This design comes from an exercise in tuning for small area on the open sky130 flow, not from production work. At most, simulation tests tie the RTL to the original design; equivalence was not proved. No activity file was given, so power comes from the tool's default toggle rates. The clock port is modelled as an ideal driver; clocking choices that lean on that would not hold on a real chip.

## adc_capture_buffer
module adc_capture_buffer #(
    parameter int unsigned DATA_W = adda_pkg::DATA_W_DEF,
    parameter int unsigned DEPTH  = adda_pkg::DEPTH_DEF
) (
    input  logic              i_clk,
    input  logic              i_rst_n,
    output logic              o_adc_clk,
    input  logic [DATA_W-1:0] i_adc_data,
    input  logic              i_arm,
    input  logic              i_abort,
    input  logic [DATA_W-1:0] i_trig_level,
    input  logic              i_trig_falling,
    output logic              o_rd_valid,
    input  logic              i_rd_ready,
    output logic [DATA_W-1:0] o_rd_data,
    output logic              o_rd_last,
    output logic              o_busy,
    output logic              o_done
);
    localparam int unsigned AW = $clog2(DEPTH);
    localparam logic [AW:0] PTR_CAP_LAST = (AW+1)'(2 * (DEPTH - 1));
    localparam logic [AW-1:0] CNT_MID  = 8'h62;
    localparam logic [AW-1:0] CNT_LAST = 8'h80;
    adda_pkg::state_e  state_q,    state_d;
    logic              adc_clk_q;
    logic              rd_valid_q, rd_valid_d;
    logic              done_q,     done_d;
    logic [AW-1:0]     cnt_q,      cnt_d;
    logic [AW-1:0]     cnt_next;
    logic [AW:0]       rptr_q,     rptr_d;
    logic              strobe;
    logic              fire;
    logic              cnt_last;
    logic              trig_hit;
    logic              ins;
    logic              ins_hi;
    logic              rptr_down;
    logic              rptr_keep;
    logic [AW:0]       rptr_step;
    logic [DATA_W-1:0] prev;
    logic [DATA_W-1:0] ring_rdata;
    assign strobe   = adc_clk_q;
    assign fire     = rd_valid_q & i_rd_ready;
    assign cnt_last = (cnt_q == CNT_LAST);
    assign cnt_next = {cnt_q[AW-2:0],
                       cnt_q[7] ^ cnt_q[5] ^ cnt_q[4] ^ cnt_q[3] ^ (cnt_q[AW-2:0] == '0)};
    assign rptr_down = fire;
    assign rptr_keep = fire & (cnt_q == CNT_MID);
    always_comb begin
        logic [AW:0] flip;
        logic        run;
        run = ~rptr_keep;
        for (int unsigned i = 0; i <= AW; i++) begin
            flip[i] = run;
            run     = run & (rptr_q[i] ^ rptr_down);
        end
        rptr_step = rptr_q ^ flip;
    end
  ...
clock: 10.0 ns
lec_check: 0
cap_margin: 20
core_margin: 2
core_utilization: 52
cts_cluster_diameter: 100
cts_cluster_size: 32
slew_margin: 20
synth_hierarchical: 1
standard.sh (not shown) runs the stock make flow with config.mk's settings and CLKGATE_MAP_FILE= SYNTH_SCRIPT=/design/flow/synth_recipe.tcl, a recipe that flattens the netlist after the stock synthesis.
==> flow/flow/run.sh <==
#!/bin/bash
# Layout flow: the standard ORFS flow (standard.sh), except that
#  - the port buffers that global placement inserts are sky130_fd_sc_hd__buf_1
#    instead of the buffer the resizer picks;
set -euo pipefail
export BUFFER_PORTS_ARGS="-buffer_cell sky130_fd_sc_hd__buf_1"
export CTS_ARGS="-sink_clustering_enable -repair_clock_nets -sink_clustering_size 32 -sink_clustering_max_diameter 100 -dont_use_dummy_load"
bash standard.sh "BUFFER_PORTS_ARGS=$BUFFER_PORTS_ARGS" "CTS_ARGS=$CTS_ARGS" finish > orfs_finish.log 2>&1
test -f out/final.def
The starting point went through all stages and came out clean.
==> next run, changes <==
- CORE_UTILIZATION: 52 -> 60
Outcome: Setup slack gains 220 ps; sequential power barely changes; utilization is higher by 8.5 points.
==> next run, changes <==
==> flow/flow/run.sh (replaced) <==
#!/bin/bash
# Layout flow: the standard ORFS flow (standard.sh), except that the port
# buffers that global placement inserts are sky130_fd_sc_hd__buf_1 instead
# of the buffer the resizer picks. The make run's full output goes to
# orfs_finish.log in the work folder.
set -euo pipefail
export BUFFER_PORTS_ARGS="-buffer_cell sky130_fd_sc_hd__buf_1"
bash standard.sh "BUFFER_PORTS_ARGS=$BUFFER_PORTS_ARGS" finish > orfs_finish.log 2>&1
test -f out/final.def
- CTS_CLUSTER_SIZE: 32 -> 28
Result:
- The changed run finished clean
- total power is higher by 2.0%
- final cell count went up by 0.36%
- synthesized cell count does not change
- design area went up by 0.56%
==> next run, changes <==
==> flow/flow/run.sh (replaced) <==
#!/bin/bash
# Layout flow: the standard ORFS flow (standard.sh), except that
#  - the port buffers that global placement inserts are sky130_fd_sc_hd__buf_1
#    instead of the buffer the resizer picks;
set -euo pipefail
export BUFFER_PORTS_ARGS="-buffer_cell sky130_fd_sc_hd__buf_1"
export CTS_ARGS="-sink_clustering_enable -repair_clock_nets -sink_clustering_size 32 -sink_clustering_max_diameter 100 -dont_use_dummy_load"
bash standard.sh "BUFFER_PORTS_ARGS=$BUFFER_PORTS_ARGS" "CTS_ARGS=$CTS_ARGS" finish > orfs_finish.log 2>&1
test -f out/final.def
- CTS_CLUSTER_SIZE: 28 -> 32
- GPL_TIMING_DRIVEN: unset -> 0
Non-clock buffer count goes up by 24.
Clock skew goes up by 9.4 ps.
Routed wire length goes down by 2.4%.
Hold slack got worse by 17 ps.
Sequential cell count stays the same.
Power goes down by about 1.6%.
Register-to-register slack improved by 250 ps.
Die area is unchanged.
Synthesized cell count does not change.
Utilization goes down by 0.28 points.
Critical path depth is unchanged.
==> next run, changes <==
--- a/flow/flow/run.sh
+++ b/flow/flow/run.sh
@@ -7 +7 @@
-export CTS_ARGS="-sink_clustering_enable -repair_clock_nets -sink_clustering_size 32 -sink_clustering_max_diameter 100 -dont_use_dummy_load"
+export CTS_ARGS="-sink_clustering_enable -repair_clock_nets -sink_clustering_size 34 -sink_clustering_max_diameter 100 -dont_use_dummy_load"
- CTS_CLUSTER_SIZE: 32 -> 34
- GPL_TIMING_DRIVEN: 0 -> unset
Outcome: Combinational power went down by 9.0%. Via count came out higher by 0.72%. Cell area is about the same. Setup slack gains 550 ps.

## oak
adc_capture_buffer, a different RTL version from the one above (not shown whole).
Size: ~3600 cells after synthesis, about 2100 flip-flops, ~35 I/O pins.
clock: 10.0 ns
lec_check: 0
cap_margin: 20
core_margin: 2
core_utilization: 60
cts_cluster_diameter: 100
cts_cluster_size: 30
slew_margin: 20
synth_hierarchical: 1
run.sh (not shown) runs the stock make flow with config.mk's settings and CLKGATE_MAP_FILE= SYNTH_SCRIPT=/design/flow/synth_recipe.tcl, a recipe that flattens the netlist after the stock synthesis.
Stock flow here: none of the scripts above is used.
oak: done, clean on timing, DRC and antenna
Modified inputs, pine compared to oak
- swapping 30 for 25 in CTS_CLUSTER_SIZE
==> notes.md <==
Delta (pine minus oak): number of fill cells in the layout now sits lower; clock buffer instance count of the final layout now sits higher. The total number of vias of pine and that of oak are within noise of each other. For multi-input logic portion of the cell area, pine and oak come out practically identical. Looking at total wire length, pine sits about 0.3% higher than oak does. As far as met1 wire length is concerned, oak and pine perform about the same. pine against oak: flip-flop and latch count ~0 delta, maximum clock frequency -about 0.47%, power +about 2%, combined global-route utilization of all metal layers ~0 delta, combinational cell fraction of total power -0.2 points.
No functional check of the RTL was part of any run of this note.

==> afterwards: timing with drivers on the ports <==
The flow's constraints put no driver on any port. The routed layouts listed below were extracted and timed again, unchanged, in two steps. Step 1 assumes that a clkbuf_16 drives the clock port and a buf_2 every other input. Step 2 adds t to the input delays and takes it off the output delays; t is the mean of the earliest and latest rising clock arrival at the registers after step 1. Input paths then give back, and output paths get back, about the clock's delay inside the block. Slacks: no drivers / after step 1 / after step 2; pairs: no drivers / after step 1.
run | t, ns | setup WS [ns] | worst hold slack (ns) | worst setup path at the end | clock arrival spread, ns
the first run of note 1 | 0.744 | 1.837 / 1.762 / 2.506 | 0.319 / 0.319 / 0.319 | register to output | 0.044 / 0.044
the second run of note 1 | 0.720 | 2.058 / 1.991 / 2.710 | 0.329 / 0.329 / 0.329 | register to output | 0.050 / 0.049
the third run of note 1 | 0.737 | 1.902 / 1.833 / 2.570 | 0.339 / 0.339 / 0.339 | register to output | 0.042 / 0.042
the fourth run of note 1 | 0.720 | 1.364 / 1.295 / 2.016 | 0.322 / 0.322 / 0.322 | register to output | 0.051 / 0.051
the fifth run of note 1 | 0.713 | 1.913 / 1.841 / 2.553 | 0.277 / 0.277 / 0.277 | register to output | 0.073 / 0.073
oak | 0.748 | 1.643 / 1.572 / 2.320 | 0.334 / 0.334 / 0.334 | register to output | 0.031 / 0.030
pine | 0.747 | 1.603 / 1.532 / 2.279 | 0.337 / 0.337 / 0.337 | register to output | 0.038 / 0.038
After both steps setup and hold are still met in every run listed.
